This is an optimization exercise on Yosys and OpenROAD, whose aim is small area, a short achievable clock period and few clock cycles per item, not a production implementation.
At most, simulation tests tie the RTL to the original design; equivalence was not proved.
Only the layout flow was run in run 1; the RTL was not checked for function there.
Power is estimated from default activity; no workload was simulated.

===== flow/flow/run.sh =====
#!/bin/bash
# The standard layout (standard.sh, ORFS make), with plain buffers on
# the ports instead of the delay cells buffer_ports picks by default.
# Each ORFS step logs to its own file under orfs/logs; make's output goes
# to make.log and the DEF export's to write_def.log.
set -euo pipefail
export BUFFER_PORTS_ARGS="-buffer_cell sky130_fd_sc_hd__buf_1"
export ADDER_MAP_FILE=
bash standard.sh > make.log 2>&1

===== flow/standard.sh =====
#!/bin/bash
# synth_recipe.tcl (not shown) runs the flow's synth.tcl, then flattens the netlist and writes it again
# the make line also repeats each setting of config.mk as NAME=value (left out here)
make -C /OpenROAD-flow-scripts/flow DESIGN_CONFIG=/design/flow/config.mk WORK_HOME=/design/flow/orfs CLKGATE_MAP_FILE= SYNTH_SCRIPT=/design/flow/synth_recipe.tcl "${@:-finish}"

===== flow/config.mk =====
export PLATFORM = sky130hd
export DESIGN_NAME = second_pipe_top
export DESIGN_NICKNAME = second_pipe_top
export VERILOG_FILES = /design/flow/design.v
export SDC_FILE = /design/flow/constraint.sdc
export NUM_CORES = 4
export LEC_CHECK = 0
export ABC_AREA = 1
export CAP_MARGIN = 20
export CORE_MARGIN = 2
export CORE_UTILIZATION = 40
export SETUP_SLACK_MARGIN = 1.5
export SLEW_MARGIN = 20

===== flow/constraint.sdc =====
create_clock -name core_clock -period 5.0 [get_ports {clk}]
set_input_delay 1.0000 -clock core_clock [delete_from_list [all_inputs] [get_ports {clk}]]
set_output_delay 1.0000 -clock core_clock [all_outputs]
set_load 0.01 [all_outputs]

===== flow/design.v =====
package second_pipe_pkg;
    typedef enum logic [5-1:0] {
        op_none = 5'd0,
        op_add  = 5'd1,
        op_addu = 5'd2,
        op_sub  = 5'd3,
        op_subu = 5'd4,
        op_slt  = 5'd5,
        op_sltu = 5'd6,
        op_and  = 5'd7,
        op_or   = 5'd8,
        op_xor  = 5'd9,
        op_nor  = 5'd10,
        op_sll  = 5'd11,
        op_srl  = 5'd12,
        op_sra  = 5'd13,
        op_lui  = 5'd14
    } alu_op_t;
    typedef struct packed {
        alu_op_t                op;
        logic [32-1:0]     a;
        logic [32-1:0]     b;
        logic                   wr_en;
        logic [5-1:0] wr_addr;
        logic [14-1:0]      exc;
    } dec_t;
    typedef struct packed {
        logic                   wr_en;
        logic [5-1:0] wr_addr;
        logic [32-1:0]     wr_data;
        logic [14-1:0]      exc;
    } res_t;
endpackage
module issue_capture (
    input  logic clk,
    input  logic reset,
    input  logic in_req,
    output logic in_ack,
    input  logic out_req,
    input  logic out_ack,
    output logic take
);
    assign take = in_req && !in_ack && !out_req && !out_ack;
    always_ff @(posedge clk) begin
        if (reset) in_ack <= 1'b0;
        else       in_ack <= in_req && (in_ack || take);
    end
endmodule
module alu_execute (
    input  logic [32-1:0]     instr,
    input  logic [1:0]             pc_lo,
    input  logic [32-1:0]     rs_val,
    input  logic [32-1:0]     rt_val,
    input  logic [14-1:0]      exc_in,
    input  logic                   is_nop,
    output logic                   wr_ok,
    output logic [5-1:0] wr_addr,
    output logic [32-1:0]     wr_data,
    output logic [14-1:0]      exc
);
    logic [5:0]  opcode;
    logic [5:0]  funct;
    logic        rtype;
    logic        itype;
    logic        legal;
    logic        sub;
    logic        ov_op;
    logic        uns;
    logic [1:0]  lop;
    logic        lui;
    logic [31:0] b;
    logic [31:0] bx;
    logic [32:0] sum;
    logic        ovf;
    logic        lt;
    logic [31:0] lres;
    logic [4:0]  sh;
    logic        sh_left;
    logic        fill;
    logic [31:0] sh_in;
    logic [31:0] sh_out;
    logic [31:0] sh_res;
    assign opcode = instr[31:26];
    assign funct  = instr[5:0];
    assign rtype  = (opcode == 6'b000000);
    assign itype  = (opcode[5:3] == 3'b001);
    assign legal = rtype ? ((funct[5:3] == 3'b100) ||
                            (funct[5:1] == 5'b10101) ||
                            (funct[5:3] == 3'b000 && funct[1:0] != 2'b01))
                         : itype;
    logic ri;
    assign ri = !opcode[3];
    assign b = ri ? rt_val :
               {{16{instr[15] & ~opcode[2]}}, instr[15:0]};
    assign sub = ri ? (funct[1] & ~funct[2]) : (opcode[1] & ~opcode[2]);
    assign bx  = b ^ {32{sub}};
    logic [31:0] ap;
    logic [31:0] ag;
    logic [31:0] sp [0:5];
    logic [31:0] sg [0:5];
    logic [32:0] cy;
    assign ap = rs_val ^ bx;
    assign ag = rs_val & bx;
    assign sp[0] = ap;
    assign sg[0] = {ag[31:1], ag[0] | (ap[0] & sub)};
    always_comb begin
        for (int k = 0; k < 5; k++) begin
            for (int i = 0; i < 32; i++) begin
                if (i[k]) begin
                    sg[k+1][i] = sg[k][i] | (sp[k][i] & sg[k][((i >> k) << k) - 1]);
                    sp[k+1][i] = sp[k][i] & sp[k][((i >> k) << k) - 1];
                end else begin
                    sg[k+1][i] = sg[k][i];
                    sp[k+1][i] = sp[k][i];
                end
            end
        end
    end
    assign cy[0] = sub;
    always_comb begin
        for (int i = 0; i < 32; i++) cy[i+1] = sg[5][i];
    end
    assign sum = {cy[32], ap ^ cy[31:0]};
    assign ov_op = rtype ? (funct[5:2] == 4'b1000 && !funct[0])
                         : (opcode == 6'b001000);
    assign ovf   = (rs_val[31] == bx[31]) && (sum[31] != rs_val[31]);
    assign uns = ri ? funct[0] : opcode[0];
    assign lt  = !sum[32] ^ (!uns & (rs_val[31] ^ b[31]));
    logic [31:0] p;
    logic [31:0] g;
    logic [31:0] lui_v;
    assign p     = rs_val ^ bx;
    assign g     = rs_val & bx;
    assign lop   = ri ? funct[1:0] : opcode[1:0];
    assign lui   = !ri;
    assign lui_v = {instr[15:0], 16'h0000};
    always_comb begin
        case (lop)
            2'b00:   lres = g;
            2'b01:   lres = p | g;
            2'b10:   lres = p;
            default: lres = lui ? lui_v : ~(p | g);
        endcase
    end
    assign sh      = funct[2] ? rs_val[4:0] : instr[10:6];
    assign sh_left = !funct[1];
    assign fill    = funct[0] & rt_val[31];
    always_comb begin
        for (int i = 0; i < 32; i++) sh_in[i] = sh_left ? rt_val[31-i] : rt_val[i];
    end
    assign sh_out = $unsigned($signed({fill, sh_in}) >>> sh);
    always_comb begin
        for (int i = 0; i < 32; i++) sh_res[i] = sh_left ? sh_out[31-i] : sh_out[i];
    end
    logic sel_sh;
    logic sel_lt;
    logic sel_log;
    logic sel_sum;
    assign sel_sh  = ri & ~funct[5];
    assign sel_lt  = ri ? (funct[5] & funct[3]) : (~opcode[2] & opcode[1]);
    assign sel_log = ri ? (funct[5] & ~funct[3] & funct[2]) : opcode[2];
    assign sel_sum = ri ? (funct[5] & ~funct[3] & ~funct[2]) : (~opcode[2] & ~opcode[1]);
    assign wr_data = ({32{sel_sh}} & sh_res) | ({32{sel_log}} & lres) |
                     ({32{sel_sum}} & sum[31:0]) | {31'd0, sel_lt & lt};
    assign wr_addr = ri ? instr[15:11] : instr[20:16];
    assign wr_ok   = legal && !is_nop;
    always_comb begin
        exc = exc_in;
        if (ov_op && ovf && !is_nop)  exc[1] = 1'b1;
        if (!legal && !is_nop)        exc[2] = 1'b1;
        if (pc_lo != 2'b00)           exc[6] = 1'b1;
    end
endmodule
module result_handshake (
    input  logic clk,
    input  logic reset,
    input  logic take,
    output logic out_req,
    input  logic out_ack
);
    always_ff @(posedge clk) begin
        if (reset) out_req <= 1'b0;
        else       out_req <= take || (out_req && !out_ack);
    end
endmodule
module second_pipe_top (
    input  logic                   clk,
    input  logic                   reset,
    input  logic                   in_req,
    output logic                   in_ack,
    input  logic [32-1:0]     instr,
    input  logic [32-1:0]     pc,
    input  logic [32-1:0]     rs_val,
    input  logic [32-1:0]     rt_val,
    input  logic [14-1:0]      exc_in,
    input  logic                   is_nop,
    output logic                   out_req,
    input  logic                   out_ack,
    output logic                   wr_en,
    output logic [5-1:0] wr_addr,
    output logic [32-1:0]     wr_data,
    output logic [14-1:0]      exc_out
);
    logic                   x_wr_ok;
    logic [5-1:0] x_wr_addr;
    logic [32-1:0]     x_wr_data;
    logic [14-1:0]      x_exc;
    logic                   take;
    logic                   wr_ok_q;
    alu_execute u_execute (
        .instr(instr), .pc_lo(pc[1:0]), .rs_val(rs_val), .rt_val(rt_val),
        .exc_in(exc_in), .is_nop(is_nop),
        .wr_ok(x_wr_ok), .wr_addr(x_wr_addr), .wr_data(x_wr_data), .exc(x_exc)
    );
    issue_capture u_capture (
        .clk(clk), .reset(reset), .in_req(in_req), .in_ack(in_ack),
        .out_req(out_req), .out_ack(out_ack), .take(take)
    );
    result_handshake u_result (
        .clk(clk), .reset(reset), .take(take),
        .out_req(out_req), .out_ack(out_ack)
    );
    always_ff @(posedge clk) begin
        if (!out_req) begin
            wr_ok_q <= x_wr_ok;
            wr_addr <= x_wr_addr;
            wr_data <= x_wr_data;
            exc_out <= x_exc;
        end
    end
    assign wr_en = wr_ok_q && (exc_out == '0);
endmodule

==> results of run 1 <==
-- cells by family (layout without fill, tap and decap cells) --
group,Yosys count,after routing
AO/OA/AOI/OAI,290,290
XOR/XNOR,3,3
buffers and inverters,260,399
flip-flops,54,54
multiplexers,2,2
AND/OR/NAND/NOR,970,971
-- tightest hold or removal path, delay by kind of cell (launching register included) --
family	cells	cell delay [ps]
simple gates	1	50
compound gates	1	140
flops	1	330
-- routing by layer --
| layer | GRT usage (%) | vias up | wire length (um) |
|---|---|---|---|
| met3 | 5.88 | 77 | 3520 |
| met5 | 0 | - | 0 |
| met4 | 13.0 | 0 | 1600 |
| met1 | 40.1 | 5012 | 15000 |
| met2 | 46.9 | 582 | 15300 |
| li1 | - | 5491 | - |
-- metrics by stage --
step                util, %  total power, W
floorplan                 -         0.00141
global placement       44.5         0.00175
detailed placement     44.5         0.00175
CTS                    45.7         0.00214
global route           46.9         0.00236
finish                 46.9         0.00221
-- layout by cell type (no fill, tap or decap), types with 3 or more instances in the layout --
cell type	count
o21ai_1	12
o31ai_1	6
nand3b_1	8
nor2_2	7
nand2_4	8
nand3_1	230
nand2_2	25
nor3_1	3
nand2_1	590
nand3_2	9
o221ai_1	18
nor2_1	76
o211ai_1	21
o21ai_4	3
o21ai_0	141
clkbuf_16	6
buf_4	39
a21oi_1	52
o22ai_1	7
a31oi_1	7
buf_12	3
o21ai_2	6
inv_2	4
edfxtp_1	52
buf_1	160
nor4_1	3
inv_1	174
-- where the power goes --
| group | switching (W) | internal [W] | total (W) |
|---|---|---|---|
| clock | 0.000184 | 0.000193 | 0.000377 |
| combinational | 0.000853 | 0.000381 | 0.00123 |
| sequential | 0.0000182 | 0.000578 | 0.000596 |
-- sequential cells by signal (all words and copies together) (netlist names) --
name and cells:
u_result.out_req 1, u_capture.in_ack 1, wr_ok_q 1, wr_addr 5
exc_out 14, wr_data 32
-- final cells by class --
class	count	area share, %
repair buffers	210	10.8
inverters	181	6.98
flip-flops and latches	54	16.2
multi-input cells	1266	61.0
clock buffers	5	1.27
clock inverters	3	0.292
well taps	275	3.49
-- what timing repair did --
action	4_1_cts	5_1_grt
resized for setup	15	31
pin swaps	1	6
buffers inserted	0	14
endpoints found under the setup margin	32	28
hold endpoints to repair	0	0
gates cloned	1	2
-- path summary, 6_finish.rpt --
check	startpoint	endpoint	cells past startpoint	slack, ps
setup / recovery	instr[2]	wr_data[17]	21	1550
hold / removal	u_capture.in_ack	u_capture.in_ack	2	560
setup reg to reg	u_result.out_req	wr_data[2]	2	3540
hold reg to reg	u_capture.in_ack	u_capture.in_ack	2	560
==> impl_metrics.env, run 1 <==
export IMPL_yosysUniqueCellTypes=53
export IMPL_initialDrtViolationCount=1107
export IMPL_clockRootBuffer="clkbuf_16"
export IMPL_fillers=2352
export IMPL_drv_cap=0
export IMPL_grt_start_max_net_pins=45
export IMPL_avgSynthCellArea_um2=5.42
export IMPL_finalSetupViolCount=0
export IMPL_fin_setup_tns_ps=0
export IMPL_globalRouteTotalUtil_pct=30.0
export IMPL_async_flop_share_pct=0
export IMPL_fin_cells=1994
export IMPL_dp_hpwl_um=27800
export IMPL_port_buffers=165
export IMPL_yosys_area_share_simple_pct=48.5
export IMPL_worst_slack_ps=1550
export IMPL_cts_tree="built"
export IMPL_fin_area_um2=9860
export IMPL_max_stage_delay_ps=260
export IMPL_vias_per_cell=5.60
export IMPL_power_density_nw_per_um2=224
export IMPL_ant_nets=0
export IMPL_hold_viol=0
export IMPL_cp_max_fo=13
export IMPL_die_h_um=150
export IMPL_synth_top_area_cell="nand2_1"
export IMPL_finClkSkew_ps=8.25
export IMPL_crit_path_start_kind="input pin"
export IMPL_synth_seq_cells=54
export IMPL_firstDrtPassIters=5
export IMPL_hold_buffers=0
export IMPL_critPathCaptureType="register"
export IMPL_crit_path_frequent_cell="nand2_1"
export IMPL_synth_top_family_by_area="simple AND/OR/NAND/NOR gates"
export IMPL_numPlacedInstances=1969
export IMPL_clock_latency_ps=310
export IMPL_fmax_mhz=289
export IMPL_synth_area_leaders="nand2_1, edfxtp_1, nand3_1, o21ai_0, inv_1"
export IMPL_clkSinkCount=54
export IMPL_timing_hold_ws_ps=556
export IMPL_gp_congestion=1.03
export IMPL_path_buf_inv=5
export IMPL_cp_required_ps=5050
export IMPL_outcome="finished clean"
export IMPL_ir_drop_v=0.000132
export IMPL_cp_cell_sequence="clkbuf_4 -> inv_2 -> nand2_1 -> nand2_1 -> nand2_4 -> buf_4 -> buf_4 -> nand2_1 -> nand2_1 -> nand2_1 -> nand2_2 -> inv_2 -> nand2_1 -> nor3_4 -> nand2_4 -> nand2_8 -> nand2_1 -> nand2_1 -> nand2_1 -> nand3_1 -> nand2_1"
export IMPL_drt_wirelength_per_cell_um=17.8
export IMPL_syn_inst=1579
export IMPL_antenna_cells=0
export IMPL_final_nets=1865
export IMPL_crit_slowest_cell="nor3_4"
export IMPL_synth_compound_area_share_pct=19.6
export IMPL_leakage_nw=4.89
export IMPL_synthesis_nets=1726
export IMPL_area_delta_synth_final_pct=15.3
export IMPL_slew_headroom_pct=29.2
export IMPL_antenna_found_initial=0
export IMPL_grt_overflow=0
export IMPL_yosysMostFrequentCell="nand2_1"
export IMPL_io_pins=201
export IMPL_clk_path_buf_depth=2
export IMPL_num_vias=11162
export IMPL_slew_violations=0
export IMPL_cts_buffers=5
export IMPL_ys_seq_area_share_pct=18.7
export IMPL_synth_edff_count=52
export IMPL_synthFlopType="edfxtp_1"
export IMPL_fin_crit_sh_pct=69.1
export IMPL_grt_pass1_wl_um=52100
export IMPL_h_tree_depth=2
export IMPL_synth_top_area_share_pct=26.0
export IMPL_cts_clk_slew_worst_paths_ps=80
export IMPL_multi_input_area_um2=6010
export IMPL_yosys_mux_area_fraction_pct=0.234
export IMPL_place_ws_ps=866
export IMPL_dpl_instance_area_um2=9360
export IMPL_drc_errors=0
export IMPL_synth_fa_ha_area_share_pct=0
export IMPL_crit_family="simple AND/OR/NAND/NOR gates"
export IMPL_period_minus_slack_ps=3450
export IMPL_routed_wl_um=35400
export IMPL_num_rows=53
export IMPL_fp_coreArea_um2=21000
export IMPL_seqCellArea_um2=1600
export IMPL_synthesis_area_um2=8550
export IMPL_ys_top_cells_by_count="nand2_1, nand3_1, inv_1"
export IMPL_critical_path_arrival_ps=3510
export IMPL_grt_pass1_vias=9548
export IMPL_yosysWarnings=6
export IMPL_hp_class="register to register"
export IMPL_start_util_pct=40.7
export IMPL_drive_gt1_share_pct=7.74
export IMPL_die_area_um2=22600
export IMPL_die_w_um=150
export IMPL_tightestPinTransition_ps=1060
export IMPL_path_class="input pin to register"
export IMPL_synth_xor_area_share_pct=0.307
export IMPL_rsz0062_at_grt="true"
==> run 2: changes to the inputs <==
--- a/flow/design.v
+++ b/flow/design.v
@@ -128,7 +128,3 @@
     assign lt  = !sum[32] ^ (!uns & (rs_val[31] ^ b[31]));
-    logic [31:0] p;
-    logic [31:0] g;
     logic [31:0] lui_v;
-    assign p     = rs_val ^ bx;
-    assign g     = rs_val & bx;
     assign lop   = ri ? funct[1:0] : opcode[1:0];
@@ -138,6 +134,6 @@
         case (lop)
-            2'b00:   lres = g;
-            2'b01:   lres = p | g;
-            2'b10:   lres = p;
-            default: lres = lui ? lui_v : ~(p | g);
+            2'b00:   lres = ag;
+            2'b01:   lres = ap | ag;
+            2'b10:   lres = ap;
+            default: lres = lui ? lui_v : ~(ap | ag);
         endcase
--- a/flow/config.mk
+++ b/flow/config.mk
@@ -11,3 +11,3 @@
 export CORE_UTILIZATION = 40
-export SETUP_SLACK_MARGIN = 1.5
+export SETUP_SLACK_MARGIN = 1.6
 export SLEW_MARGIN = 20
==> run 2 against run 1 <==
  * Highest routed layer unchanged
  * Die area is the same
  * Sequential cell count unchanged
  * Clock power shrank 1%
  * Fmax is 3.7% higher
  * Synthesized cell count is the same
  * Sequential share of layout area down 0.38 points
  * Sequential power barely moved
  * First-iteration DRC count increased by 20%
  * Area after synthesis is the same
  * Total power grew 1.6%
  * Global-route usage up 0.17 points
  * Register-to-register slack got worse by 150 ps
==> impl_metrics.env, run 2 <==
export IMPL_port_buffers=165
export IMPL_crit_path_start_kind="input pin"
export IMPL_r2r_start="u_result.out_req"
export IMPL_ir_drop_v=0.000134
export IMPL_synth_top_area_cell="nand2_1"
export IMPL_multi_input_area_um2=6140
export IMPL_layout_commonest_cell="nand2_1"
export IMPL_ys_seq_area_share_pct=18.7
export IMPL_largest_reg_flops=32
export IMPL_io_pins=201
export IMPL_p_switching_w=0.00108
export IMPL_hold_depth=2
export IMPL_firstDrtPassIters=6
export IMPL_p_comb_share_pct=56.7
export IMPL_die_h_um=150
export IMPL_critical_path_arrival_ps=3350
export IMPL_rsz0062_at_grt="true"
export IMPL_ys_top_cells_by_count="nand2_1, nand3_1, inv_1"
export IMPL_synth_seq_cells=54
export IMPL_ff2ff_setup_slack_ps=3390
export IMPL_fmax_mhz=300
export IMPL_outcome="finished clean"
export IMPL_final_nets=1870
export IMPL_clk_path_buf_depth=2
export IMPL_die_area_um2=22600
export IMPL_finClkSkew_ps=7.48
export IMPL_final_cell_mix="nand2_1, nand3_1, inv_1"
export IMPL_grt_pass1_wl_um=52600
export IMPL_fin_crit_sh_pct=66.6
export IMPL_cp_required_ps=5020
export IMPL_drt_wirelength_per_cell_um=18.1
export IMPL_routed_wl_um=36200
export IMPL_grt_overflow=0
export IMPL_hp_start="u_result.out_req"
export IMPL_yosysUniqueCellTypes=53
export IMPL_synthFlopType="edfxtp_1"
export IMPL_grt_pass1_vias=9519
export IMPL_start_util_pct=40.7
export IMPL_p_int_w=0.00117
export IMPL_slew_headroom_pct=39.5
export IMPL_ant_nets=0
export IMPL_num_vias=11260
export IMPL_path_class="input pin to register"
export IMPL_hold_end="u_result.out_req"
export IMPL_wl_met1_um=15000
export IMPL_wl_met3_um=4100
export IMPL_pwr_share_clk_pct=16.6
export IMPL_globalRouteTotalUtil_pct=30.2
export IMPL_cts_clk_slew_worst_paths_ps=80
export IMPL_hold_viol=0
export IMPL_cp_max_fo=12
export IMPL_fin_area_um2=10100
export IMPL_finalSetupViolCount=0
export IMPL_top_register="wr_data"
export IMPL_cts_tree="built"
export IMPL_gp_congestion=1.04
export IMPL_slew_violations=0
export IMPL_period_minus_slack_ps=3330
export IMPL_h_tree_depth=2
export IMPL_dp_hpwl_um=28000
export IMPL_synth_edff_count=52
export IMPL_wl_met2_um=15300
export IMPL_antenna_found_initial=1
export IMPL_initialDrtViolationCount=1330
export IMPL_clock_latency_ps=310
export IMPL_critPathCaptureType="register"
export IMPL_grt_start_max_net_pins=72
export IMPL_yosysMostFrequentCell="nand2_1"
export IMPL_seqCellArea_um2=1600
export IMPL_synth_top_area_share_pct=26.0
export IMPL_ff2ff_path_depth=3
export IMPL_leakage_nw=4.95
export IMPL_syn_inst=1579
export IMPL_avgSynthCellArea_um2=5.42
export IMPL_fin_setup_tns_ps=0
export IMPL_synth_area_leaders="nand2_1, edfxtp_1, nand3_1, o21ai_0, inv_1"
export IMPL_synthesis_area_um2=8550
export IMPL_p_seq_share_pct=26.6
export IMPL_num_rows=53
export IMPL_tightestPinTransition_ps=906
export IMPL_async_flop_share_pct=0
export IMPL_cts_buffers=5
export IMPL_fin_util_pct=48.0
export IMPL_fillers=2277
export IMPL_fp_coreArea_um2=21000
export IMPL_die_w_um=150
export IMPL_area_delta_synth_final_pct=18.1
export IMPL_clockRootBuffer="clkbuf_16"
export IMPL_routed_top_layer="met4"
export IMPL_reg_top3="wr_data x32, exc_out x14, wr_addr x5"
export IMPL_power_density_nw_per_um2=222
export IMPL_dpl_instance_area_um2=9330
export IMPL_drive_gt1_share_pct=9.34
export IMPL_synthesis_nets=1726
export IMPL_r2r_end="u_capture.in_ack"
export IMPL_yosysWarnings=6
export IMPL_vias_per_cell=5.63
export IMPL_drv_cap=0
export IMPL_drc_errors=0
export IMPL_power_w=0.00224
export IMPL_switching_share_pct=48.0
export IMPL_hp_class="register to register"
export IMPL_clkSinkCount=54
## run 2: cell counts after synthesis
Identical to the previous run, type by type.
## run 2: final cells by class
class | instances | share of cell area, %
clock buffers | 5 | 1.24
repair buffers | 210 | 11.3
flip-flops and latches | 54 | 15.9
well taps | 275 | 3.41
inverters | 181 | 6.93
repair inverters | 2 | 0.124
multi-input cells | 1269 | 60.8
clock inverters | 3 | 0.285
diodes | 1 | 0.0248
## run 2: repair_timing
item,in CTS,in global routing
setup endpoints to repair,31,28
resized for setup,34,62
buffers inserted,4,13
gates cloned,2,7
pin swaps,2,9
hold buffers,0,0
## run 2: logic make-up (layout without fill, tap and decap cells)
| logic type | after synthesis | count (layout) | share of synthesized area, % |
|---|---|---|---|
| xor gates and xnor gates | 3 | 3 | 0.307 |
| buffers and inverters | 260 | 401 | 12.6 |
| and+or+nand+nor | 970 | 974 | 48.5 |
| muxes | 2 | 2 | 0.234 |
| other | 0 | 1 | 0 |
| AOI/OAI and AO/OA | 290 | 290 | 19.6 |
| DFF | 54 | 54 | 18.7 |
## run 2: how the worst max path moves through the flow
stage / endpoint / cells after the start / slack, ps / startpoint
after floorplan: wr_data[22] / 19 / 2030 / instr[29]
after global placement: wr_data[17] / 17 / 780 / instr[29]
after detailed placement: wr_data[17] / 17 / 750 / instr[29]
after CTS: wr_data[17] / 18 / 1640 / instr[28]
after global routing: exc_out[1] / 20 / 1570 / instr[29]
final: wr_data[16] / 18 / 1670 / instr[2]
## run 2: power groups by stage
stage          Combinational (W)  Sequential (W)  Clock, W
2_1_floorplan           0.000771        0.000644         0
3_3_place_gp             0.00114        0.000606         0
3_5_place_dp             0.00115        0.000609         0
4_1_cts                  0.00118        0.000598  0.000379
5_1_grt                  0.00140        0.000604  0.000397
6_report                 0.00127        0.000597  0.000373
## run 2: per-layer routing
layer	vias to the layer above	global-route usage (%)
li1	5502	-
met5	-	0
met3	89	4.09
met4	0	12.5
met2	677	46.6
met1	4992	42.3
## run 2: critical path, stage by stage
cell and delay, ps:
buf_2 160, inv_2 160, nand2_1 150, nand2_4 170, nand2_4 170, nand2_1 150
nand2_1 60, nand2_1 130, nand2_1 90, nor2_1 130, and2_1 140, nand2_1 90
nand2_2 120, nand2_4 120, nand2_8 150, nand2_1 110, nand3_1 80, nand3_1 150
## run 2: metrics by stage
stage	std cells	worst slack (ps)	hold WS [ps]
after floorplan	1579	2030	563
after CTS	1979	1640	569
after detailed placement	1965	748	552
final	2000	1670	572
after global routing	1999	1570	605
after global placement	1965	775	542
Testbench counts of run 2, summed over its fixed seeds: cycles 19,985, items 8,000.
==> run 3: changes to the inputs <==
--- a/flow/config.mk
+++ b/flow/config.mk
@@ -11,3 +11,4 @@
 export CORE_UTILIZATION = 40
-export SETUP_SLACK_MARGIN = 1.6
+export GPL_TIMING_DRIVEN = 0
+export SETUP_SLACK_MARGIN = 1.5
 export SLEW_MARGIN = 20
==> run 3 against run 2 <==
  * Highest routed layer unchanged
  * Still clean
  * Count of clock-buffer cells in the layout is the same
  * Total power grew 1.3%
  * Utilization shrank 0.43 points
  * Worst hold slack lost 22 ps
  * Cell area shrank 0.90%
  * Clock power is essentially flat
  * Non-clock buffer count grew 43
  * Largest power group unchanged
  * Clock skew shrank 1.8 ps
==> impl_metrics.env, run 3 <==
export IMPL_ir_drop_v=0.000133
export IMPL_fin_cells=2036
export IMPL_antenna_cells=0
export IMPL_drt_wirelength_per_cell_um=19.8
export IMPL_drive_gt1_share_pct=8.46
export IMPL_slew_violations=0
export IMPL_crit_path_frequent_cell="nand2_1"
export IMPL_globalRouteTotalUtil_pct=34.8
export IMPL_clkSinkCount=54
export IMPL_power_density_nw_per_um2=227
export IMPL_grt_pass1_vias=10064
export IMPL_synthesis_nets=1726
export IMPL_critical_path_arrival_ps=3600
export IMPL_hold_buffers=0
export IMPL_max_stage_delay_ps=350
export IMPL_fp_coreArea_um2=21000
export IMPL_synth_seq_cells=54
export IMPL_ff2ff_path_depth=2
export IMPL_gp_congestion=1.07
export IMPL_cts_buffers=5
export IMPL_num_rows=53
export IMPL_layout_commonest_cell="nand2_1"
export IMPL_hp_start="u_capture.in_ack"
export IMPL_crit_slowest_cell="o21ai_0"
export IMPL_tightestPinTransition_ps=745
export IMPL_fin_crit_sh_pct=68.4
export IMPL_outcome="finished clean"
export IMPL_r2r_end="wr_data[12]"
export IMPL_ff2ff_setup_slack_ps=3720
export IMPL_h_tree_depth=2
export IMPL_drv_cap=0
export IMPL_initialDrtViolationCount=1192
export IMPL_yosysMostFrequentCell="nand2_1"
export IMPL_fin_util_pct=47.6
export IMPL_dp_hpwl_um=33700
export IMPL_critPathCaptureType="register"
export IMPL_routed_wl_um=40300
export IMPL_port_buffers=165
export IMPL_power_w=0.00227
export IMPL_yosysWarnings=6
export IMPL_grt_pass1_wl_um=59300
export IMPL_firstDrtPassIters=5
export IMPL_synth_edff_count=52
export IMPL_cp_required_ps=5190
export IMPL_slew_headroom_pct=50.3
export IMPL_num_vias=11514
export IMPL_top_register="wr_data"
export IMPL_synth_area_leaders="nand2_1, edfxtp_1, nand3_1, o21ai_0, inv_1"
export IMPL_synth_top_area_cell="nand2_1"
export IMPL_avgSynthCellArea_um2=5.42
export IMPL_cp_max_fo=10
export IMPL_start_util_pct=40.7
export IMPL_critPathCapture="wr_data[24]"
export IMPL_rsz0062_at_grt="true"
export IMPL_synthFlopType="edfxtp_1"
export IMPL_clk_path_buf_depth=2
export IMPL_ys_top_cells_by_count="nand2_1, nand3_1, inv_1"
export IMPL_ant_nets=0
export IMPL_grt_overflow=0
export IMPL_clockRootBuffer="clkbuf_16"
export IMPL_clock_latency_ps=310
export IMPL_final_nets=1907
export IMPL_antenna_found_initial=0
export IMPL_leakage_nw=4.92
export IMPL_finClkSkew_ps=5.73
export IMPL_async_flop_share_pct=0
export IMPL_cts_tree="built"
export IMPL_final_cell_mix="nand2_1, nand3_1, inv_1"
export IMPL_yosysUniqueCellTypes=53
export IMPL_fin_setup_tns_ps=0
export IMPL_synth_top_area_share_pct=26.0
export IMPL_reg_top3="wr_data x32, exc_out x14, wr_addr x5"
export IMPL_fin_area_um2=10000
export IMPL_r2r_start="u_result.out_req"
export IMPL_hp_class="register to register"
export IMPL_area_delta_synth_final_pct=17.0
export IMPL_period_minus_slack_ps=3420
export IMPL_numPlacedInstances=2020
export IMPL_io_pins=201
export IMPL_syn_inst=1579
export IMPL_drc_errors=0
export IMPL_dpl_instance_area_um2=9540
export IMPL_ys_seq_area_share_pct=18.7
export IMPL_startpoint="rs_val[0]"
export IMPL_grt_start_max_net_pins=35
export IMPL_vias_per_cell=5.66
export IMPL_hold_viol=0
export IMPL_crit_path_start_kind="input pin"
export IMPL_synthesis_area_um2=8550
export IMPL_cts_clk_slew_worst_paths_ps=70
export IMPL_path_class="input pin to register"
export IMPL_die_area_um2=22600
export IMPL_die_w_um=150
export IMPL_fmax_mhz=293
export IMPL_die_h_um=150
export IMPL_largest_reg_flops=32
export IMPL_finalSetupViolCount=0
export IMPL_cp_cell_sequence="buf_1 -> inv_1 -> nand2_1 -> o21ai_2 -> buf_2 -> o21ai_0 -> nand2_1 -> nand2_1 -> o21ai_0 -> o21ai_0 -> nand2_1 -> nand3_1 -> nand3_1 -> nand2_1 -> inv_1 -> nand2_1"
[run 3: changes by cell type in the layout (fill, tap and decap cells not counted), moves of 4 or more]
cell | previous run | this run
buf_4 | 31 | 12
buf_6 | 4 | 9
nor2_2 | 10 | 4
o21ai_0 | 129 | 124
o21ai_1 | 16 | 24
clkbuf_2 | 1 | 14
clkinvlp_4 | 4 | 0
clkbuf_4 | 0 | 5
buf_2 | 2 | 7
buf_1 | 160 | 166
clkbuf_1 | 0 | 36
nor2_1 | 71 | 78
[run 3: through the flow]
stage	hold slack, ps	setup slack, ps
2_1_floorplan	563	2030
3_3_place_gp	521	861
3_5_place_dp	543	914
4_1_cts	554	1520
5_1_grt	570	1420
6_report	550	1580
[run 3: area by class of cell]
| class | count | area (um2) |
|---|---|---|
| multi-input cells | 1265 | 6060 |
| well taps | 275 | 344 |
| clock inverters | 3 | 28.8 |
| plain buffers | 79 | 449 |
| flip-flops and latches | 54 | 1600 |
| repair buffers | 174 | 718 |
| inverters | 181 | 682 |
| clock buffers | 5 | 125 |
| fillers | 2405 | 11000 |
[run 3: repair_timing]
action / CTS / global route
gates resized for setup: 23 / 89
endpoints found under the setup margin: 27 / 33
pin swaps: 0 / 4
buffers inserted: 0 / 8
[run 3: logic make-up after synthesis]
| group | Yosys count | synth area share, % |
|---|---|---|
| xor+xnor | 3 | 0.307 |
| simple gates | 970 | 48.5 |
| compound gates | 290 | 19.6 |
| flops | 54 | 18.7 |
| buf+inv | 260 | 12.6 |
| mux | 2 | 0.234 |
[run 3: per-layer routing]
layer	vias up	GRT usage, %	share of wire, %
met3	77	5.33	9.7
li1	5588	-	-
met1	5266	48.1	43
met2	583	55.5	44
met4	0	11.4	3.5
met5	-	0	0
[run 3: power breakdown]
group,switching (W),internal [W]
Sequential,0.0000186,0.000578
Clock,0.000181,0.000192
Combinational,0.000908,0.000392
Total,0.00111,0.00116
[run 3: critical path: cells and delay by family]
family,cells,cell delay (ps)
AND/OR/NAND/NOR,8,980
buffers and inverters,4,730
AO/OA/AOI/OAI,4,890
[run 3: worst min path at each step]
stage / slack, ps / depth (start not counted) / endpoint
global placement: 520 / 2 / u_result.out_req
CTS: 550 / 2 / u_capture.in_ack
global route: 570 / 2 / u_capture.in_ack
detailed placement: 540 / 2 / u_capture.in_ack
floorplan: 560 / 2 / u_result.out_req
finish: 550 / 2 / u_capture.in_ack
==> run 4: changes to the inputs <==
--- a/flow/config.mk
+++ b/flow/config.mk
@@ -11,3 +11,2 @@
 export CORE_UTILIZATION = 40
-export GPL_TIMING_DRIVEN = 0
 export SETUP_SLACK_MARGIN = 1.5
==> run 4 against run 3 <==
  * Cell area decreased by 1.5%
  * Still clean on timing, DRC and antenna
  * Critical path depth increased by 1
  * Clock skew about the same
  * Largest power group unchanged
  * Worst setup slack improved by 14 ps
  * Global-route usage decreased by 4.9 points
  * Clock power about the same
==> impl_metrics.env, run 4 <==
export IMPL_outcome="finished clean"
export IMPL_cts_buffers=5
export IMPL_top_register="wr_data"
export IMPL_hold_buffers=0
export IMPL_finalSetupViolCount=0
export IMPL_drc_errors=0
export IMPL_worst_slack_ps=1600
export IMPL_num_vias=11229
export IMPL_synth_edff_count=52
export IMPL_firstDrtPassIters=6
export IMPL_slew_violations=0
export IMPL_h_tree_depth=2
export IMPL_leakage_nw=4.85
export IMPL_async_flop_share_pct=0
export IMPL_largest_reg_flops=32
export IMPL_grt_busiest_layer="met2"
export IMPL_ys_seq_area_share_pct=18.7
export IMPL_final_cell_mix="nand2_1, nand3_1, inv_1"
export IMPL_clkSinkCount=54
export IMPL_ys_top_cells_by_count="nand2_1, nand3_1, inv_1"
export IMPL_fp_coreArea_um2=21000
export IMPL_max_stage_delay_ps=310
export IMPL_critical_path_arrival_ps=3470
export IMPL_avgSynthCellArea_um2=5.42
export IMPL_grt_pass1_vias=9455
export IMPL_use_met3_pct=5.21
export IMPL_initialDrtViolationCount=1203
export IMPL_slew_headroom_pct=41.5
export IMPL_synth_seq_cells=54
export IMPL_synthesis_nets=1726
export IMPL_fmax_mhz=294
export IMPL_clk_path_buf_depth=2
export IMPL_ff2ff_path_depth=3
export IMPL_period_minus_slack_ps=3400
export IMPL_hold_depth=2
export IMPL_synthesis_area_um2=8550
export IMPL_yosysWarnings=6
export IMPL_r2r_start="u_result.out_req"
export IMPL_die_w_um=150
export IMPL_synthFlopType="edfxtp_1"
export IMPL_power_w=0.00220
export IMPL_hp_class="register to register"
export IMPL_ff2ff_setup_slack_ps=3390
export IMPL_grt_pass1_wl_um=51900
export IMPL_hold_viol=0
export IMPL_port_buffers=165
export IMPL_crit_path_start_kind="input pin"
export IMPL_clockRootBuffer="clkbuf_16"
export IMPL_rsz0062_at_grt="true"
export IMPL_layout_commonest_cell="nand2_1"
export IMPL_die_h_um=150
export IMPL_r2r_end="u_capture.in_ack"
export IMPL_yosysUniqueCellTypes=53
export IMPL_hold_end="u_result.out_req"
export IMPL_syn_inst=1579
export IMPL_fin_crit_sh_pct=68.1
export IMPL_reg_top3="wr_data x32, exc_out x14, wr_addr x5"
export IMPL_antenna_found_initial=1
export IMPL_grt_start_max_net_pins=72
export IMPL_hp_start="u_result.out_req"
export IMPL_tightestPinTransition_ps=877
export IMPL_start_util_pct=40.7
export IMPL_ant_nets=0
export IMPL_drt_wirelength_per_cell_um=17.7
export IMPL_grt_util_met2_pct=44.8
export IMPL_fin_setup_tns_ps=0
export IMPL_yosysMostFrequentCell="nand2_1"
export IMPL_vias_per_cell=5.63
export IMPL_path_class="input pin to register"
export IMPL_drive_gt1_share_pct=7.97
export IMPL_ir_drop_v=0.000130
export IMPL_io_pins=201
export IMPL_synth_top_area_cell="nand2_1"
export IMPL_place_ws_ps=748
export IMPL_routed_wl_um=35400
export IMPL_cts_tree="built"
export IMPL_cp_required_ps=5070
export IMPL_crit_slowest_cell="a21oi_4"
export IMPL_dp_hpwl_um=28000
export IMPL_cp_cell_sequence="buf_2 -> inv_2 -> nand3_2 -> nand2_8 -> buf_4 -> buf_4 -> xor2_1 -> nand2_1 -> a21boi_0 -> nand2_1 -> a21oi_4 -> nand2_8 -> buf_4 -> nand2_2 -> nand3_1 -> nand3_1 -> nand2_1"
export IMPL_cts_clk_slew_worst_paths_ps=70
export IMPL_power_density_nw_per_um2=223
export IMPL_final_nets=1866
export IMPL_globalRouteTotalUtil_pct=29.9
export IMPL_multi_input_area_um2=6010
export IMPL_die_area_um2=22600
export IMPL_gr_usage_met1_pct=41.2
export IMPL_critPathCaptureType="register"
export IMPL_synth_area_leaders="nand2_1, edfxtp_1, nand3_1, o21ai_0, inv_1"
export IMPL_cp_max_fo=12
export IMPL_fillers=2315
export IMPL_area_delta_synth_final_pct=15.2
export IMPL_grt_overflow=0
export IMPL_num_rows=53
export IMPL_seqCellArea_um2=1600
export IMPL_drv_cap=0
export IMPL_gp_congestion=1.04
export IMPL_synth_top_area_share_pct=26.0
export IMPL_clock_latency_ps=310
export IMPL_finClkSkew_ps=6.01
run 4: cell types whose count changed in the layout (fill, tap and decap cells not counted), moves of 6 or more:
cell      delta
o21ai_1     -13
clkbuf_2    -13
buf_6        -8
o21ai_0     +15
clkbuf_1    -36
buf_1        -6
buf_4       +26
run 4: worst max path at each step:
stage	startpoint	endpoint	slack [ps]	cells after the start
global route	instr[29]	wr_data[30]	1450	17
finish	instr[2]	wr_data[30]	1600	17
CTS	instr[29]	wr_data[17]	1510	17
detailed placement	instr[29]	wr_data[17]	750	17
floorplan	instr[29]	wr_data[22]	2030	19
global placement	instr[29]	wr_data[17]	780	17
run 4: final cells by class:
class	instances	share of cell area, %
Inverter	181	7.03
Timing Repair Buffer	208	10.5
Tap cell	275	3.49
Clock inverter	3	0.292
Antenna cell	1	0.0254
Multi-Input combinational cell	1267	61.0
Clock buffer	5	1.27
Timing Repair inverter	2	0.127
Sequential cell	54	16.2
run 4: routing by layer:
| layer | part of all wire, % | wire, um |
|---|---|---|
| met4 | 5.7 | 2020 |
| met5 | 0 | 0 |
| met2 | 41 | 14600 |
| met3 | 11 | 3790 |
| met1 | 42 | 15000 |
run 4: kinds of logic after synthesis:
kind of cell / share of synthesized area [%]
muxes: 0.234
AOI/OAI and AO/OA: 19.6
and+or+nand+nor: 48.5
DFF: 18.7
buffers and inverters: 12.6
xor gates and xnor gates: 0.307
run 4: worst max-delay path: cells and delay by family:
kind	cells	cell delay (ps)
AND/OR/NAND/NOR	9	910
AO/OA/AOI/OAI	2	490
XOR/XNOR	1	200
buffers and inverters	5	850
run 4: repair_timing:
item                       CTS  global route
gates cloned                 0             5
resized for setup           23            32
pin swaps                    0             4
buffers inserted             0            17
setup endpoints to repair   28            27
run 4: power by group:
group	internal (W)	switching, W
Clock	0.000192	0.000183
Sequential	0.000578	0.0000191
Combinational	0.000377	0.000853
run 4: per-stage QoR:
step                      area [um2]  hold WS (ps)  std cells  util (%)
after CTS                       9570           569       1973      45.5
after global routing            9850           605       1995      46.9
after detailed placement        9330           552       1965      44.4
final                           9860           572       1996      46.9
after global placement          9330           542       1965      44.4
after floorplan                 8550           563       1579         -
==> run 5: changes to the inputs <==
==> flow/flow/run.sh (replaced) <==
#!/bin/bash
# Layout flow: the standard layout (standard.sh, the ORFS make targets),
# with three changes to how the layout is made:
#  - synthesis is synth_recipe.tcl itself, run through flow/synth_abc.tcl,
#    which only swaps the ABC mapping script for flow/abc_map.script;
#  - no adder cells are pre-mapped (ADDER_MAP_FILE empty), so ABC maps the
#    adder with the rest of the logic;
#  - the port buffers are sky130_fd_sc_hd__buf_1 instead of the delay cells
#    buffer_ports picks by default.
# The SDC, clock period, constraints and every other setting are the standard flow's.
# Each ORFS step writes its full log under orfs/logs/; make's own output goes
# to make.log.
set -euo pipefail
here=$(pwd)
export FLOW_SYNTH_TCL="$here/synth_recipe.tcl"
export MY_ABC_SCRIPT="$here/flow/abc_map.script"
export BUFFER_PORTS_ARGS="-buffer_cell sky130_fd_sc_hd__buf_1"
export ADDER_MAP_FILE=
sed "s#SYNTH_SCRIPT=[^ ]*#SYNTH_SCRIPT=$here/flow/synth_abc.tcl#" standard.sh > standard_abc.sh
grep -q "SYNTH_SCRIPT=$here/flow/synth_abc.tcl" standard_abc.sh
bash standard_abc.sh > make.log 2>&1
==> flow/flow/abc_map.script (new file) <==
strash
balance
rewrite
refactor
balance
rewrite
rewrite -z
balance
refactor -z
rewrite -z
balance
balance
rewrite
refactor
balance
rewrite
rewrite -z
balance
refactor -z
rewrite -z
balance
dch
map -B 0.5
topo
stime -c
buffer -c
upsize -c
dnsize -c
==> flow/flow/synth_abc.tcl (new file) <==
# The standard flow's synthesis script, with the ABC mapping script replaced
proc abc {args} {
  set i [lsearch -exact $args -script]
  if { $i >= 0 } { lset args [expr {$i + 1}] $::env(MY_ABC_SCRIPT) }
  yosys abc {*}$args
}
source $::env(FLOW_SYNTH_TCL)
==> run 5 against run 4 <==
  * Still clean
  * Worst hold slack worse by 38 ps
  * Cell count is 12% lower
  * Via count is 12% lower
  * Sequential share of layout area is 1.3 points higher
  * Register-to-register slack better by 30 ps
  * Total power is 1.3% lower
  * Wire length is 11% lower
  * Non-clock buffer count is 11 lower
  * Critical path depth is 4 lower
  * Fmax is 2.2% lower
  * Clock power hardly changed
  * Critical endpoint is now wr_data[3]
  * Largest cell class unchanged
==> impl_metrics.env, run 5 <==
export IMPL_num_rows=51
export IMPL_fp_coreArea_um2=19300
export IMPL_slew_headroom_pct=41.6
export IMPL_grt_pass1_wl_um=45900
export IMPL_synth_top_area_cell="nand2_1"
export IMPL_tightestPinTransition_ps=875
export IMPL_synth_xor_area_share_pct=2.67
export IMPL_cp_max_fo=16
export IMPL_path_class="input pin to register"
export IMPL_ir_drop_v=0.000122
export IMPL_crit_path_start_kind="input pin"
export IMPL_clk_path_buf_depth=2
export IMPL_period_minus_slack_ps=3480
export IMPL_clkSinkCount=54
export IMPL_synthesis_area_um2=7820
export IMPL_layout_commonest_cell="nand2_1"
export IMPL_finClkSkew_ps=6.05
export IMPL_die_h_um=144
export IMPL_hp_class="register to register"
export IMPL_h_tree_depth=2
export IMPL_grt_overflow=0
export IMPL_num_vias=9830
export IMPL_io_pins=201
export IMPL_ys_seq_area_share_pct=20.5
export IMPL_dp_hpwl_um=24700
export IMPL_synth_seq_cells=54
export IMPL_cts_tree="built"
export IMPL_clockRootBuffer="clkbuf_16"
export IMPL_synthFlopType="edfxtp_1"
export IMPL_pwr_share_clk_pct=17.2
export IMPL_top_register="wr_data"
export IMPL_cts_clk_slew_worst_paths_ps=80
export IMPL_globalRouteTotalUtil_pct=29.0
export IMPL_cp_required_ps=5120
export IMPL_final_nets=1638
export IMPL_rsz0062_at_grt="true"
export IMPL_leakage_nw=4.13
export IMPL_die_w_um=144
export IMPL_slew_violations=0
export IMPL_synthesis_nets=1505
export IMPL_p_comb_share_pct=55.5
export IMPL_syn_inst=1358
export IMPL_synth_compound_area_share_pct=29.0
export IMPL_hold_buffers=0
export IMPL_timing_hold_ws_ps=534
export IMPL_drv_cap=0
export IMPL_power_density_nw_per_um2=238
export IMPL_area_delta_synth_final_pct=16.8
export IMPL_fmax_mhz=287
export IMPL_avgSynthCellArea_um2=5.76
export IMPL_outcome="finished clean"
export IMPL_port_buffers=165
export IMPL_yosysWarnings=6
export IMPL_yosysMostFrequentCell="nand2_1"
export IMPL_fin_setup_tns_ps=0
export IMPL_grt_pass1_vias=8275
export IMPL_firstDrtPassIters=5
export IMPL_fillers=2151
export IMPL_reg_top3="wr_data x32, exc_out x14, wr_addr x5"
export IMPL_start_util_pct=40.4
export IMPL_synth_area_leaders="nand2_1, edfxtp_1, o21ai_0, a21oi_1, inv_1"
export IMPL_largest_reg_flops=32
export IMPL_switching_share_pct=47.0
export IMPL_ys_top_cells_by_count="nand2_1, o21ai_0, a21oi_1"
export IMPL_drc_errors=0
export IMPL_final_cell_mix="nand2_1, buf_1, o21ai_0"
export IMPL_vias_per_cell=5.59
export IMPL_yosysUniqueCellTypes=59
export IMPL_clock_latency_ps=310
export IMPL_yosys_mux_area_fraction_pct=0.512
export IMPL_drive_gt1_share_pct=9.32
export IMPL_initialDrtViolationCount=970
export IMPL_critical_path_arrival_ps=3600
export IMPL_fin_crit_sh_pct=69.6
export IMPL_yosys_area_share_simple_pct=36.2
export IMPL_p_switching_w=0.00102
export IMPL_gp_congestion=1.02
export IMPL_synth_edff_count=52
export IMPL_die_area_um2=20700
export IMPL_drt_wirelength_per_cell_um=17.9
export IMPL_synth_top_family_by_area="simple AND/OR/NAND/NOR gates"
export IMPL_p_seq_share_pct=27.3
export IMPL_synth_top_area_share_pct=20.9
export IMPL_routed_wl_um=31600
export IMPL_synth_fa_ha_area_share_pct=0
export IMPL_finalSetupViolCount=0
export IMPL_ant_nets=0
export IMPL_cts_buffers=5
export IMPL_critPathCaptureType="register"
export IMPL_grt_start_max_net_pins=75
export IMPL_antenna_found_initial=3
export IMPL_hold_viol=0
export IMPL_p_int_w=0.00115
export IMPL_async_flop_share_pct=0
[run 5: area by class of cell]
class,count,area [um2],share of cell area (%)
repair inverters,1,7.51,0.0822
clock buffers,5,125,1.37
well taps,265,332,3.63
flip-flops and latches,54,1600,17.5
inverters,134,524,5.74
multi-input cells,1098,5500,60.3
repair buffers,197,998,10.9
clock inverters,3,28.8,0.315
diodes,3,7.51,0.0822
[run 5: timing repair]
action,4_1_cts,5_1_grt
setup buffers,1,8
gates resized for setup,16,47
pin swaps,1,5
endpoints found under the setup margin,33,31
cloned,1,3
[run 5: power by group through the flow]
stage	Combinational [W]	Sequential, W	Clock (W)
after floorplan	0.000753	0.000644	0
after global placement	0.00111	0.000605	0
after detailed placement	0.00112	0.000606	0
final	0.00121	0.000594	0.000373
after CTS	0.00114	0.000595	0.000378
after global routing	0.00133	0.000602	0.000393
[run 5: kinds of logic (layout without fill, tap and decap cells)]
family          after synthesis  count (layout)
xor+xnor                     23              23
compound gates              401             401
flops                        54              54
simple gates                669             670
mux                           4               4
other cells                   0               3
buf+inv                     207             340
[run 5: layer usage]
layer  vias to the layer above  wire [um]  GRT usage, %
met4                         0        870          8.77
met5                         -          0             0
li1                       4847          -             -
met1                      4385      13700          41.6
met2                       549      13500          44.5
met3                        49       3490          4.80
[run 5: path summary, 6_finish.rpt]
path	from	endpoint	slack (ps)	cells after the start
worst max-delay path	instr[2]	wr_data[3]	1520	13
worst min-delay path	u_capture.in_ack	u_capture.in_ack	530	2
worst max register to register	u_result.out_req	wr_data[23]	3420	1
worst min register to register	u_capture.in_ack	u_capture.in_ack	530	2
[run 5: stage by stage]
stage          std cells  utilization (%)  cell area [um2]  setup slack, ps  total power (W)
6_report            1760             47.2             9130             1520          0.00217
5_1_grt             1757             47.2             9120             1470          0.00233
4_1_cts             1746             45.9             8870             1510          0.00211
3_5_place_dp        1736             44.5             8610              797          0.00173
3_3_place_gp        1736             44.5             8610              836          0.00172
2_1_floorplan       1358                -             7820             2050          0.00140
[run 5: critical path, cell delays in order]
cell        delay (ps)
buf_1              110
buf_6              170
o21ai_1            500
clkinvlp_4         170
buf_4              210
buf_4              150
nand3_1             90
o21ai_1            110
o21ai_0            450
o22ai_1            210
nand2_1            100
nand2_1            140
o211ai_1           190
==> run 6: changes to the inputs <==
--- a/flow/flow/abc_map.script
+++ b/flow/flow/abc_map.script
@@ -22,3 +22,3 @@
 dch
-map -B 0.5
+map -B 0.9
 topo
==> run 6 against run 5 <==
  * Utilization is 0.12 points lower
  * Combinational power is 3% lower
  * Sequential share of layout area hardly changed
  * Global-route usage is 0.48 points lower
  * Largest power group unchanged
  * Worst hold slack better by 14 ps
  * Count of clock-buffer cells in the layout stayed put
  * Wire length is 2.6% lower
  * Clock skew is 11 ps higher
==> impl_metrics.env, run 6 <==
export IMPL_power_density_nw_per_um2=235
export IMPL_num_vias=9995
export IMPL_leakage_nw=4.28
export IMPL_synth_seq_cells=54
export IMPL_initialDrtViolationCount=1190
export IMPL_dpl_instance_area_um2=8630
export IMPL_ir_drop_v=0.000116
export IMPL_dp_hpwl_um=24200
export IMPL_vias_per_cell=5.58
export IMPL_cp_required_ps=5150
export IMPL_io_pins=201
export IMPL_grt_pass1_vias=8249
export IMPL_critical_path_arrival_ps=3550
export IMPL_die_h_um=144
export IMPL_fin_cells=1792
export IMPL_hp_start="u_capture.in_ack"
export IMPL_cts_tree="built"
export IMPL_reg_top3="wr_data x32, exc_out x14, wr_addr x5"
export IMPL_ys_top_cells_by_count="nand2_1, o21ai_0, nand3_1"
export IMPL_ant_nets=0
export IMPL_slew_violations=0
export IMPL_synthesis_area_um2=7810
export IMPL_antenna_found_initial=0
export IMPL_cts_clk_slew_worst_paths_ps=70
export IMPL_grt_overflow=0
export IMPL_yosysMostFrequentCell="nand2_1"
export IMPL_fin_setup_tns_ps=0
export IMPL_path_class="input pin to register"
export IMPL_die_area_um2=20700
export IMPL_finClkSkew_ps=16.6
export IMPL_worst_slack_ps=1600
export IMPL_tightestPinTransition_ps=964
export IMPL_grt_start_max_net_pins=56
export IMPL_synthFlopType="edfxtp_1"
export IMPL_clkSinkCount=54
export IMPL_avgSynthCellArea_um2=5.62
export IMPL_finalSetupViolCount=0
export IMPL_clock_latency_ps=320
export IMPL_drv_cap=0
export IMPL_routed_wl_um=30800
export IMPL_hold_viol=0
export IMPL_gp_congestion=0.994
export IMPL_outcome="finished clean"
export IMPL_layout_commonest_cell="nand2_1"
export IMPL_numPlacedInstances=1773
export IMPL_h_tree_depth=2
export IMPL_port_buffers=165
export IMPL_globalRouteTotalUtil_pct=28.6
export IMPL_hp_class="register to register"
export IMPL_num_rows=51
export IMPL_place_ws_ps=841
export IMPL_drive_gt1_share_pct=8.58
export IMPL_firstDrtPassIters=8
export IMPL_yosysUniqueCellTypes=46
export IMPL_yosysWarnings=6
export IMPL_async_flop_share_pct=0
export IMPL_fin_crit_sh_pct=67.9
export IMPL_startpoint="instr[1]"
export IMPL_cts_buffers=5
export IMPL_synth_edff_count=52
export IMPL_drc_errors=0
export IMPL_synth_top_area_share_pct=22.6
export IMPL_synth_top_area_cell="nand2_1"
export IMPL_area_delta_synth_final_pct=16.5
export IMPL_top_register="wr_data"
export IMPL_largest_reg_flops=32
export IMPL_fin_area_um2=9100
export IMPL_syn_inst=1389
export IMPL_final_nets=1672
export IMPL_crit_path_start_kind="input pin"
export IMPL_cp_max_fo=22
export IMPL_period_minus_slack_ps=3400
export IMPL_synthesis_nets=1536
export IMPL_r2r_start="u_result.out_req"
export IMPL_timing_hold_ws_ps=548
export IMPL_grt_pass1_wl_um=45300
export IMPL_fp_coreArea_um2=19300
export IMPL_synth_area_leaders="nand2_1, edfxtp_1, o21ai_0, nand3_1, inv_1"
export IMPL_start_util_pct=40.4
export IMPL_drt_wirelength_per_cell_um=17.2
export IMPL_rsz0062_at_grt="true"
export IMPL_slew_headroom_pct=35.6
export IMPL_final_cell_mix="nand2_1, buf_1, nand3_1"
export IMPL_ys_seq_area_share_pct=20.5
export IMPL_clockRootBuffer="clkbuf_16"
export IMPL_critPathCaptureType="register"
export IMPL_hold_buffers=0
export IMPL_clk_path_buf_depth=2
export IMPL_fmax_mhz=294
export IMPL_die_w_um=144
## run 6: cell count changes after synthesis, sizes merged, moves of 7 or more
cell	delta
a221oi	-7
nand3	+75
o211ai	+15
a21oi	-79
or2	+11
inv	+21
nand2	+20
## run 6: through the flow
stage          power (W)  util, %
6_report         0.00214     47.1
5_1_grt          0.00229     47.1
4_1_cts          0.00207     45.7
3_5_place_dp     0.00170     44.6
3_3_place_gp     0.00168     44.6
2_1_floorplan    0.00138        -
## run 6: cell families (layout without fill, tap and decap cells)
group | count (synthesis) | count (layout) | share of synthesized area [%]
AND/OR/NAND/NOR | 767 | 768 | 41.6
AO/OA/AOI/OAI | 312 | 312 | 22.6
buffers and inverters | 228 | 364 | 12.0
flip-flops | 54 | 54 | 20.5
XOR/XNOR | 20 | 20 | 2.34
multiplexers | 8 | 8 | 1.03
other | 0 | 1 | 0
## run 6: final cells by class
cell class	count	area, um2
Multi-Input combinational cell	1108	5410
Antenna cell	1	2.50
Inverter	154	591
Timing Repair Buffer	201	1000
Clock buffer	5	125
Sequential cell	54	1600
Fill cell	2083	10200
Timing Repair inverter	1	7.51
Tap cell	265	332
Clock inverter	3	28.8
## run 6: routing by layer
layer  global-route usage [%]  share of wire (%)  up-vias
met5                        0                  0        -
met4                     13.0                4.7        0
met3                     3.67                 10       82
met2                     43.4                 43      565
met1                     40.2                 42     4443
li1                         -                  -     4905
## run 6: worst paths after layout
kind	to	slack, ps	depth (start not counted)
worst max register to register	u_capture.in_ack	3410	3
worst min-delay path	u_capture.in_ack	550	2
worst max-delay path	wr_data[17]	1600	14
worst min register to register	u_capture.in_ack	550	2
## run 6: critical path, cell delays in order
cell      delay, ps
buf_4           200
buf_8           210
clkinv_1        100
buf_4           200
o21ai_1         260
o21ai_0         160
nand2_1          70
o21ai_0         180
or2_2           350
o211ai_1        140
nand3_1         210
a31oi_1         180
o21ai_0         120
nand3_1         160
## run 6: repair_timing
action / 4_1_cts / 5_1_grt
pin swaps: 0 / 10
setup endpoints to repair: 29 / 32
setup buffers: 0 / 7
resized for setup: 16 / 61
gates cloned: 0 / 3
## run 6: where the power goes
| part | total, W | internal, W | switching (W) |
|---|---|---|---|
| combinational | 0.00117 | 0.000375 | 0.000794 |
| clock | 0.000373 | 0.000192 | 0.000181 |
| sequential | 0.000594 | 0.000578 | 0.0000166 |
| total | 0.00214 | 0.00114 | 0.000992 |
==> run 7: changes to the inputs <==
--- a/flow/config.mk
+++ b/flow/config.mk
@@ -11,3 +11,3 @@
 export CORE_UTILIZATION = 40
-export SETUP_SLACK_MARGIN = 1.5
+export SETUP_SLACK_MARGIN = 2.0
 export SLEW_MARGIN = 20
==> run 7 against run 6 <==
  * Largest cell class unchanged
  * Largest power group unchanged
  * Combinational power increased by 35%
  * Synthesized cell count unchanged
  * Global-route usage increased by 2.8 points
  * Cell area grew 26%
  * Sequential share of layout area decreased by 3.7 points
  * Highest routed layer unchanged
  * Critical endpoint is now wr_data[23]
  * Clock power rose by 3%
==> impl_metrics.env, run 7 <==
export IMPL_grt_start_max_net_pins=54
export IMPL_path_buf_inv=5
export IMPL_fin_crit_sh_pct=63.0
export IMPL_dp_hpwl_um=24300
export IMPL_routed_wl_um=36700
export IMPL_clk_path_buf_depth=2
export IMPL_crit_path_start_kind="input pin"
export IMPL_tightestPinTransition_ps=890
export IMPL_finClkSkew_ps=17.6
export IMPL_antenna_cells=0
export IMPL_num_rows=51
export IMPL_final_cell_mix="nand2_1, buf_1, nand3_1, inv_1, o21ai_0"
export IMPL_reg_top3="wr_data x32, exc_out x14, wr_addr x5"
export IMPL_fillers=1788
export IMPL_hp_class="register to register"
export IMPL_worst_slack_ps=1850
export IMPL_firstDrtPassIters=8
export IMPL_ant_nets=0
export IMPL_synthesis_nets=1536
export IMPL_synthFlopType="edfxtp_1"
export IMPL_port_buffers=165
export IMPL_seqCellArea_um2=1600
export IMPL_synth_seq_cells=54
export IMPL_cp_max_fo=15
export IMPL_h_tree_depth=2
export IMPL_grt_overflow=0
export IMPL_globalRouteTotalUtil_pct=31.4
export IMPL_cp_cell_sequence="clkbuf_16 -> buf_16 -> nor2_2 -> a21oi_1 -> inv_2 -> nor2_1 -> nor2_1 -> buf_4 -> inv_8 -> o22ai_1 -> a21oi_1 -> nor2_1 -> a21oi_1 -> nand2_1"
export IMPL_die_h_um=144
export IMPL_fin_cells=1874
export IMPL_cts_tree="built"
export IMPL_finalSetupViolCount=0
export IMPL_numPlacedInstances=1770
export IMPL_clkSinkCount=54
export IMPL_avgSynthCellArea_um2=5.62
export IMPL_async_flop_share_pct=0
export IMPL_power_density_nw_per_um2=223
export IMPL_antenna_found_initial=0
export IMPL_leakage_nw=5.18
export IMPL_hold_buffers=0
export IMPL_ir_drop_v=0.000133
export IMPL_outcome="finished clean"
export IMPL_drt_wirelength_per_cell_um=19.6
export IMPL_cts_clk_slew_worst_paths_ps=70
export IMPL_crit_family="buffers and inverters"
export IMPL_die_area_um2=20700
export IMPL_grt_pass1_wl_um=49900
export IMPL_slew_violations=0
export IMPL_slew_headroom_pct=40.7
export IMPL_yosysUniqueCellTypes=46
export IMPL_num_vias=11071
export IMPL_synth_top_area_share_pct=22.6
export IMPL_synth_top_area_cell="nand2_1"
export IMPL_place_ws_ps=912
export IMPL_final_nets=1755
export IMPL_die_w_um=144
export IMPL_area_delta_synth_final_pct=47.3
export IMPL_vias_per_cell=5.91
export IMPL_synth_area_leaders="nand2_1, edfxtp_1, o21ai_0, nand3_1, inv_1"
export IMPL_grt_pass1_vias=9115
export IMPL_yosysWarnings=6
export IMPL_hold_viol=0
export IMPL_synthesis_area_um2=7810
export IMPL_clock_latency_ps=320
export IMPL_rsz0062_at_grt="true"
export IMPL_period_minus_slack_ps=3150
export IMPL_synth_edff_count=52
export IMPL_multi_input_area_um2=6660
export IMPL_crit_slowest_cell="nor2_1"
export IMPL_critPathCaptureType="register"
export IMPL_clockRootBuffer="clkbuf_16"
export IMPL_yosysMostFrequentCell="nand2_1"
export IMPL_io_pins=201
export IMPL_cp_required_ps=5050
export IMPL_layout_commonest_cell="nand2_1"
export IMPL_max_stage_delay_ps=330
export IMPL_cts_buffers=5
export IMPL_fp_coreArea_um2=19300
export IMPL_drc_errors=0
export IMPL_initialDrtViolationCount=1708
export IMPL_syn_inst=1389
export IMPL_drv_cap=0
export IMPL_drive_gt1_share_pct=27.5
export IMPL_start_util_pct=40.4
export IMPL_path_class="input pin to register"
export IMPL_largest_reg_flops=32
export IMPL_fin_setup_tns_ps=0
export IMPL_top_register="wr_data"
export IMPL_fmax_mhz=317
export IMPL_critical_path_arrival_ps=3200
export IMPL_fin_util_pct=59.5
export IMPL_gp_congestion=0.956
export IMPL_ys_seq_area_share_pct=20.5
export IMPL_ys_top_cells_by_count="nand2_1, o21ai_0, nand3_1"
## run 7: cell counts after synthesis
Identical to the previous run, type by type.
## run 7: worst paths after layout
| path | slack [ps] | start | end | cells after the start |
|---|---|---|---|---|
| setup reg to reg | 3370 | u_result.out_req | u_capture.in_ack | 3 |
| hold / removal | 560 | u_capture.in_ack | u_capture.in_ack | 2 |
| setup / recovery | 1850 | instr[29] | wr_data[23] | 14 |
| hold reg to reg | 560 | u_capture.in_ack | u_capture.in_ack | 2 |
## run 7: where the power goes
part / switching (W) / internal [W]
Clock: 0.000192 / 0.000192
Combinational: 0.00101 / 0.000574
Sequential: 0.0000171 / 0.000578
## run 7: cells by family (layout without fill, tap and decap cells)
kind of cell              Yosys count  in the layout  share of synthesized area, %
and+or+nand+nor                   767            772                          41.6
AOI/OAI and AO/OA                 312            312                          22.6
buffers and inverters             228            443                          12.0
muxes                               8              8                          1.03
xor gates and xnor gates           20             20                          2.34
DFF                                54             54                          20.5
## run 7: what timing repair did
| action | in CTS | in global routing |
|---|---|---|
| gates resized for setup | 210 | 277 |
| buffers inserted | 23 | 48 |
| setup endpoints to repair | 33 | 33 |
| pin swaps | 29 | 88 |
| gates cloned | 14 | 11 |
## run 7: worst reg2reg max path, cell delays in order, from the launching register on
cell and delay [ps]:
dfxtp_1 370, clkinv_2 700, a21oi_1 380, nor3_1 70
## run 7: per-layer routing
metal	GRT usage, %	share of wire (%)
met1	42.2	39
met5	0	0
met4	15.3	6.8
met3	5.33	11
met2	48.6	43
## run 7: layout make-up
type	instances	area share, %
clock inverters	3	0.250
repair inverters	3	0.196
clock buffers	5	1.09
flip-flops and latches	54	13.9
repair buffers	278	18.2
multi-input cells	1112	57.9
inverters	154	5.59
well taps	265	2.88
## run 7: metrics by stage
step | total power (W) | hold slack (ps) | area [um2]
finish | 0.00256 | 555 | 11500
floorplan | 0.00138 | 537 | 7840
detailed placement | 0.00170 | 546 | 8620
global route | 0.00269 | 573 | 11500
global placement | 0.00169 | 512 | 8620
CTS | 0.00225 | 556 | 9980
==> run 8: changes to the inputs <==
--- a/flow/flow/abc_map.script
+++ b/flow/flow/abc_map.script
@@ -23,2 +23,5 @@
 map -B 0.9
+strash
+dch
+map -B 0.9
 topo
--- a/flow/config.mk
+++ b/flow/config.mk
@@ -11,3 +11,3 @@
 export CORE_UTILIZATION = 40
-export SETUP_SLACK_MARGIN = 2.0
+export SETUP_SLACK_MARGIN = 1.8
 export SLEW_MARGIN = 20
==> run 8 against run 7 <==
  * Total power is 12% lower
  * Non-clock buffer count is 48 lower
  * Worst setup slack worse by 27 ps
  * Synthesized cell count hardly changed
==> impl_metrics.env, run 8 <==
export IMPL_tightestPinTransition_ps=876
export IMPL_yosysUniqueCellTypes=51
export IMPL_ant_nets=0
export IMPL_area_delta_synth_final_pct=27.0
export IMPL_cts_clk_slew_worst_paths_ps=80
export IMPL_yosys_mux_area_fraction_pct=1.17
export IMPL_yosys_area_share_simple_pct=41.0
export IMPL_num_rows=50
export IMPL_firstDrtPassIters=6
export IMPL_outcome="finished clean"
export IMPL_largest_reg_flops=32
export IMPL_synthesis_area_um2=7700
export IMPL_fp_coreArea_um2=18800
export IMPL_antenna_found_initial=2
export IMPL_clk_path_buf_depth=2
export IMPL_ir_drop_v=0.000117
export IMPL_synth_top_area_share_pct=25.7
export IMPL_drive_gt1_share_pct=14.4
export IMPL_numPlacedInstances=1742
export IMPL_dp_hpwl_um=25400
export IMPL_final_nets=1710
export IMPL_grt_pass1_vias=8859
export IMPL_seqCellArea_um2=1600
export IMPL_routed_wl_um=34100
export IMPL_fillers=2024
export IMPL_hp_class="register to register"
export IMPL_cp_max_fo=15
export IMPL_synth_seq_cells=54
export IMPL_synthFlopType="edfxtp_1"
export IMPL_grt_start_max_net_pins=54
export IMPL_drt_wirelength_per_cell_um=18.9
export IMPL_die_h_um=143
export IMPL_fin_cells=1800
export IMPL_crit_slowest_cell="o21ai_0"
export IMPL_multi_input_area_um2=5750
export IMPL_num_vias=10296
export IMPL_worst_slack_ps=1820
export IMPL_top_register="wr_data"
export IMPL_synth_top_area_cell="nand2_1"
export IMPL_clock_latency_ps=310
export IMPL_synth_xor_area_share_pct=2.39
export IMPL_ff2ff_setup_slack_ps=3410
export IMPL_port_buffers=165
export IMPL_final_cell_mix="nand2_1, buf_1, nand3_1, inv_1, o21ai_0"
export IMPL_io_pins=201
export IMPL_hp_start="u_capture.in_ack"
export IMPL_syn_inst=1388
export IMPL_period_minus_slack_ps=3180
export IMPL_synth_area_leaders="nand2_1, edfxtp_1, o21ai_0, nand3_1, inv_1"
-- run 8: changes by cell type in the layout (fill, tap and decap cells not counted), moves of 23 or more --
cell / delta
buf_4: -30
nand2_1: +109
nand2_2: -44
o21ai_2: -23
a21oi_1: +26
nand3_2: -29
o21ai_0: +29
-- run 8: cell families after synthesis --
kind of cell / Yosys count
AOI/OAI and AO/OA: 319
xor gates and xnor gates: 21
buffers and inverters: 221
DFF: 54
muxes: 9
and+or+nand+nor: 764
-- run 8: critical path: cells and delay by family --
kind	cells	cell delay, ps
AOI/OAI and AO/OA	6	1410
buffers and inverters	4	600
and+or+nand+nor	2	300
-- run 8: final timing paths --
path | depth (start not counted) | end
min | 2 | u_capture.in_ack
max reg2reg | 1 | exc_out[1]
max | 12 | wr_data[1]
min reg2reg | 2 | u_capture.in_ack
-- run 8: final cells by class --
| cell class | count | share of cell area [%] |
|---|---|---|
| Tap cell | 234 | 2.99 |
| Timing Repair Buffer | 230 | 14.0 |
| Clock inverter | 3 | 0.294 |
| Inverter | 153 | 6.13 |
| Sequential cell | 54 | 16.4 |
| Clock buffer | 5 | 1.28 |
| Multi-Input combinational cell | 1117 | 58.8 |
| Timing Repair inverter | 2 | 0.154 |
| Antenna cell | 2 | 0.0512 |
-- run 8: power breakdown --
part           internal [W]  switching (W)  total [W]
clock              0.000191       0.000174   0.000366
combinational      0.000422       0.000871    0.00129
sequential         0.000578      0.0000171   0.000595
total               0.00119        0.00106    0.00225
-- run 8: timing repair --
item                       in CTS  in global routing
setup buffers                  18                 18
cloned                          6                  6
setup endpoints to repair      33                 33
hold endpoints to repair        0                  0
pin swaps                      11                 26
resized for setup              65                134
-- run 8: per-stage QoR --
stage	hold slack (ps)	total power, W	cell area [um2]
6_report	548	0.00225	9780
5_1_grt	585	0.00241	9770
4_1_cts	557	0.00212	9130
3_5_place_dp	546	0.00169	8490
3_3_place_gp	523	0.00168	8490
2_1_floorplan	537	0.00136	7700
-- run 8: metal layers --
layer	part of all wire, %	routed length [um]	up-vias
met2	42	14500	679
met4	4.8	1640	0
met5	0	0	-
li1	-	-	4964
met1	41	13900	4541
met3	12	4050	112

Check on run 8: ideal ports give 1.822 ns setup slack; a clkbuf_16 on the clock port and buf_2 on the inputs give 1.835 ns; moving port delays by the midpoint clock arrival (0.349 ns) as well gives 1.485 ns.
